Source: an optimization exercise on an open RTL-to-GDS flow (aim: small area, a short achievable clock period and few clock cycles per item). Production flows keep margins and buffers that such runs may drop. Where RTL was checked, it was by simulation tests only, not by an equivalence proof against the original. No activity file was given, so power comes from the tool's default toggle rates.

== v34 ==
Design tc_dot_product, start of the top module:
module tc_dot_product #(
    parameter int shape_k    = SHAPE_K_DEF,
    parameter int in_width   = IN_WIDTH_DEF,
    parameter int depth_warp = DEPTH_WARP_DEF,
    parameter int fifo_depth = FIFO_DEPTH_DEF
) (
    input  logic                          clk,
    input  logic                          reset_i,
    input  logic [shape_k*in_width-1:0]   a_i,
    input  logic [shape_k*in_width-1:0]   b_i,
    input  logic [C_WIDTH-1:0]            c_i,
    input  tc_pkg::tc_op_e                        op_i,
    input  logic [IDXW_WIDTH-1:0]         ctrl_reg_idxw_i,
    input  logic [depth_warp-1:0]         ctrl_warpid_i,
    input  logic                          in_valid_i,
    input  logic                          out_ready_i,
    output logic                          in_ready_o,
    output logic                          out_valid_o,
    output logic [C_WIDTH-1:0]            result_o,
    output logic                          ovf_o,
    output logic [IDXW_WIDTH-1:0]         ctrl_reg_idxw_o,
    output logic [depth_warp-1:0]         ctrl_warpid_o
);
clock: 5.5 ns
lec_check: 0
cap_margin: 20
core_margin: 2
core_utilization: 40
cts_cluster_diameter: 60
cts_cluster_size: 30
setup_slack_margin: 2.6
slew_margin: 20
synth_hierarchical: 1
synth_minimum_keep_size: 0
tns_end_percent: 10
standard.sh (not shown) runs the stock make flow with config.mk's settings and CLKGATE_MAP_FILE= SYNTH_SCRIPT=/design/flow/synth_recipe.tcl, a recipe that flattens the netlist after the stock synthesis.
==> flow/flow/run.sh <==
#!/bin/bash
# Layout flow: the standard flow unchanged, except that the port buffers
# are sky130_fd_sc_hd__buf_2 instead of the default delay-style buffer.
export BUFFER_PORTS_ARGS="-buffer_cell sky130_fd_sc_hd__buf_2"
bash standard.sh > standard.log 2>&1
Testbench counts of v34, summed over its fixed seeds: cycles 3,224, items 3,200.
### v34 -> v17
- a change of TNS_END_PERCENT from 10 to 5
- a change of CTS_CLUSTER_SIZE from 30 to 26
- a change of CTS_CLUSTER_DIAMETER from 60 to 80
Notes after the runs:
- v17 vs v34, final standard cell area without fillers went down by 1.3%.
- In the tables for v34 and v17, power consumption reads lower with v17.
- v17 has routed length per instance above what v34 had.
- v17 vs v34 — required time at the worst-slack endpoint rose 0.04 ns.
- Max clock power across v34 and v17: v34
- Compared with v34, in v17 final critical delay including setup and external delays moved down; inserted tap cell count ~0 delta; routed length on met3 decreased 87 um.
## Diff of input files: v26 against v17
- CTS_CLUSTER_SIZE: 26 -> 22
- CORE_UTILIZATION: 40 -> 50
- TNS_END_PERCENT: 5 -> 10
Area of the die (v26 / v17): 0.803. Number of filler cells placed in the layout: v26 and v17 compared, lower one is v26. v26 vs v17 — horizontal extent of the die dropped about 10%. Comparing v26 and v17, the higher total detailed-routing wirelength was measured on v17. v17 → v26: share of power burned in combinational logic shows a reduction of 1.1 points, relative max-transition margin shows a reduction of 8.4 points.
Setup changes, v26 to v58
- CORE_UTILIZATION now 40, was 50
--- outcome ---
v58: PASS, flow complete, no timing, DRC or antenna violations
v58 ends up with a met2 wire length that is 6.9% higher than in v26.
The total half-perimeter wirelength after legalization and detailed placement of v58 exceeds that of v26 by 1.5%.
Going from v26 to v58, floorplan die width grows by about 12%.
v58 leaves more setup margin than v26.
Compared v58 vs v26, and power consumed by the clock network is up in v58.
Compared with v26, v58 shows a lower path length in cells of the critical path.
Total die area: v58 vs v26 up about 25%
Measured against each other, v26 and v58 differ in post-route core utilization, the higher figure coming from v26.
Compared with v26, in v58 cell area power density went up by about 3%, via count went up by 3.1%, worst hold slack was more or less identical.

---

tc_dot_product, a different RTL version from the one above (not shown whole).
Size in the first run: about 24000 sq um of cells after synthesis.
export LEC_CHECK = 0
export CAP_MARGIN = 20
export CORE_MARGIN = 2
export CORE_UTILIZATION = 40
export SETUP_SLACK_MARGIN = 2.4
export SLEW_MARGIN = 20
export SYNTH_HIERARCHICAL = 1
export SYNTH_MINIMUM_KEEP_SIZE = 0
create_clock -name core_clock -period 5.5 [get_ports {clk}]
==> flow/flow/run.sh <==
#!/bin/bash
# Layout flow: the standard flow unchanged, except that the port buffers
# are sky130_fd_sc_hd__buf_1 instead of the default delay-style buffer.
export BUFFER_PORTS_ARGS="-buffer_cell sky130_fd_sc_hd__buf_1"
bash standard.sh > standard.log 2>&1
The starting point passed the timing, design-rule and antenna checks.
Edit:
==> flow/run.sh (new file) <==
#!/bin/bash
# synth_recipe.tcl (not shown) runs the flow's synth.tcl, then flattens the netlist and writes it again
# the make line also repeats each setting of config.mk as NAME=value (left out here)
make -C /OpenROAD-flow-scripts/flow DESIGN_CONFIG=/design/flow/config.mk WORK_HOME=/design/flow/orfs CLKGATE_MAP_FILE= SYNTH_SCRIPT=/design/flow/synth_recipe.tcl finish
- CORE_UTILIZATION: 40 -> 65
- PLACE_DENSITY: not set -> 0.75
- SETUP_SLACK_MARGIN: 2.4 -> 2.6
removed: flow/flow/run.sh
removed: flow/standard.sh
=>
- The new run completed without violations
- core utilization climbs by 32 points
- final cell count drops by about 12%
- routed wire length climbs by about 5.4%
Edit:
- CORE_UTILIZATION: 65 -> 40
- PLACE_DENSITY: 0.75 -> not set
- SETUP_SLACK_MARGIN: 2.6 -> 2.4
The changed run completed without violations.
Register-to-register slack gets better by 0.05 ns.
Worst hold slack is about the same.
Wire length came out lower by 4.2%.
Sequential power stays flat.
Power decreases by 2.5%.
Fmax increases by 1.5%.
Worst setup slack improved by 0.046 ns.
No functional check of the RTL was part of any run of this note.

---

tc_dot_product, a different RTL version from the one above (not shown whole).
Size: roughly 0.023 mm2 of cells after synthesis.
Settings: LEC_CHECK=0, CAP_MARGIN=20, CORE_MARGIN=2, CORE_UTILIZATION=40, SETUP_SLACK_MARGIN=2.6, SLEW_MARGIN=20, SYNTH_HIERARCHICAL=1, SYNTH_MINIMUM_KEEP_SIZE=0, TNS_END_PERCENT=10; clock period 5.5 ns.
==> flow/flow/run.sh <==
#!/bin/bash
# Layout flow: the standard flow unchanged, except that the port buffers
# are sky130_fd_sc_hd__buf_2 instead of the default delay-style buffer.
export BUFFER_PORTS_ARGS="-buffer_cell sky130_fd_sc_hd__buf_2"
bash standard.sh > standard.log 2>&1
The starting point completed without violations.
Change:
Settings changed: SETUP_SLACK_MARGIN 2.6 to 2.75.
Outcome: Non-clock buffer count is higher by 7; cell area is higher slightly; count of clock-buffer cells in the layout does not change; maximum frequency hardly moves; area after synthesis stays the same.
No functional check of the RTL was part of any run of this note.

-- what the ideal ports hide --
How much do the figures lean on ideal ports? The routed layouts below were timed once more, with nothing changed but the port constraints. Step 1 assumes that a clkbuf_16 drives the clock port and a buf_2 every other input. Step 2 adds t to the input delays and takes it off the output delays; t is the mean of the earliest and latest rising clock arrival at the registers after step 1. Input paths then give back, and output paths get back, about the clock's delay inside the block. a / b / c = ideal ports / drivers / drivers and shift; a / b = the first two.
run | t, ns | setup WS [ns] | worst setup path at the end | worst register clock-pin slew, ns
v34 | 0.620 | 2.595 / 2.595 / 2.004 | input to register | 0.08 / 0.08
v17 | 0.643 | 2.602 / 2.602 / 1.998 | input to register | 0.10 / 0.10
v26 | 0.601 | 2.503 / 2.503 / 2.057 | input to register | 0.09 / 0.09
v58 | 0.639 | 2.606 / 2.610 / 1.997 | input to register | 0.09 / 0.09
the first run of note 2 | 0.597 | 2.346 / 2.346 / 1.804 | input to register | 0.07 / 0.07
the second run of note 2 | 0.600 | 2.314 / 2.314 / 1.860 | input to register | 0.07 / 0.07
the third run of note 2 | 0.611 | 2.361 / 2.330 / 1.719 | input to register | 0.06 / 0.06
the first run of note 3 | 0.608 | 2.550 / 2.550 / 2.065 | input to register | 0.06 / 0.06
the second run of note 3 | 0.609 | 2.557 / 2.557 / 2.059 | input to register | 0.06 / 0.06
After both steps every run listed still meets setup and hold. For the third run of note 2, which loses most, drivers alone change the setup slack by -0.031 ns; drivers and shift together by -0.642 ns.
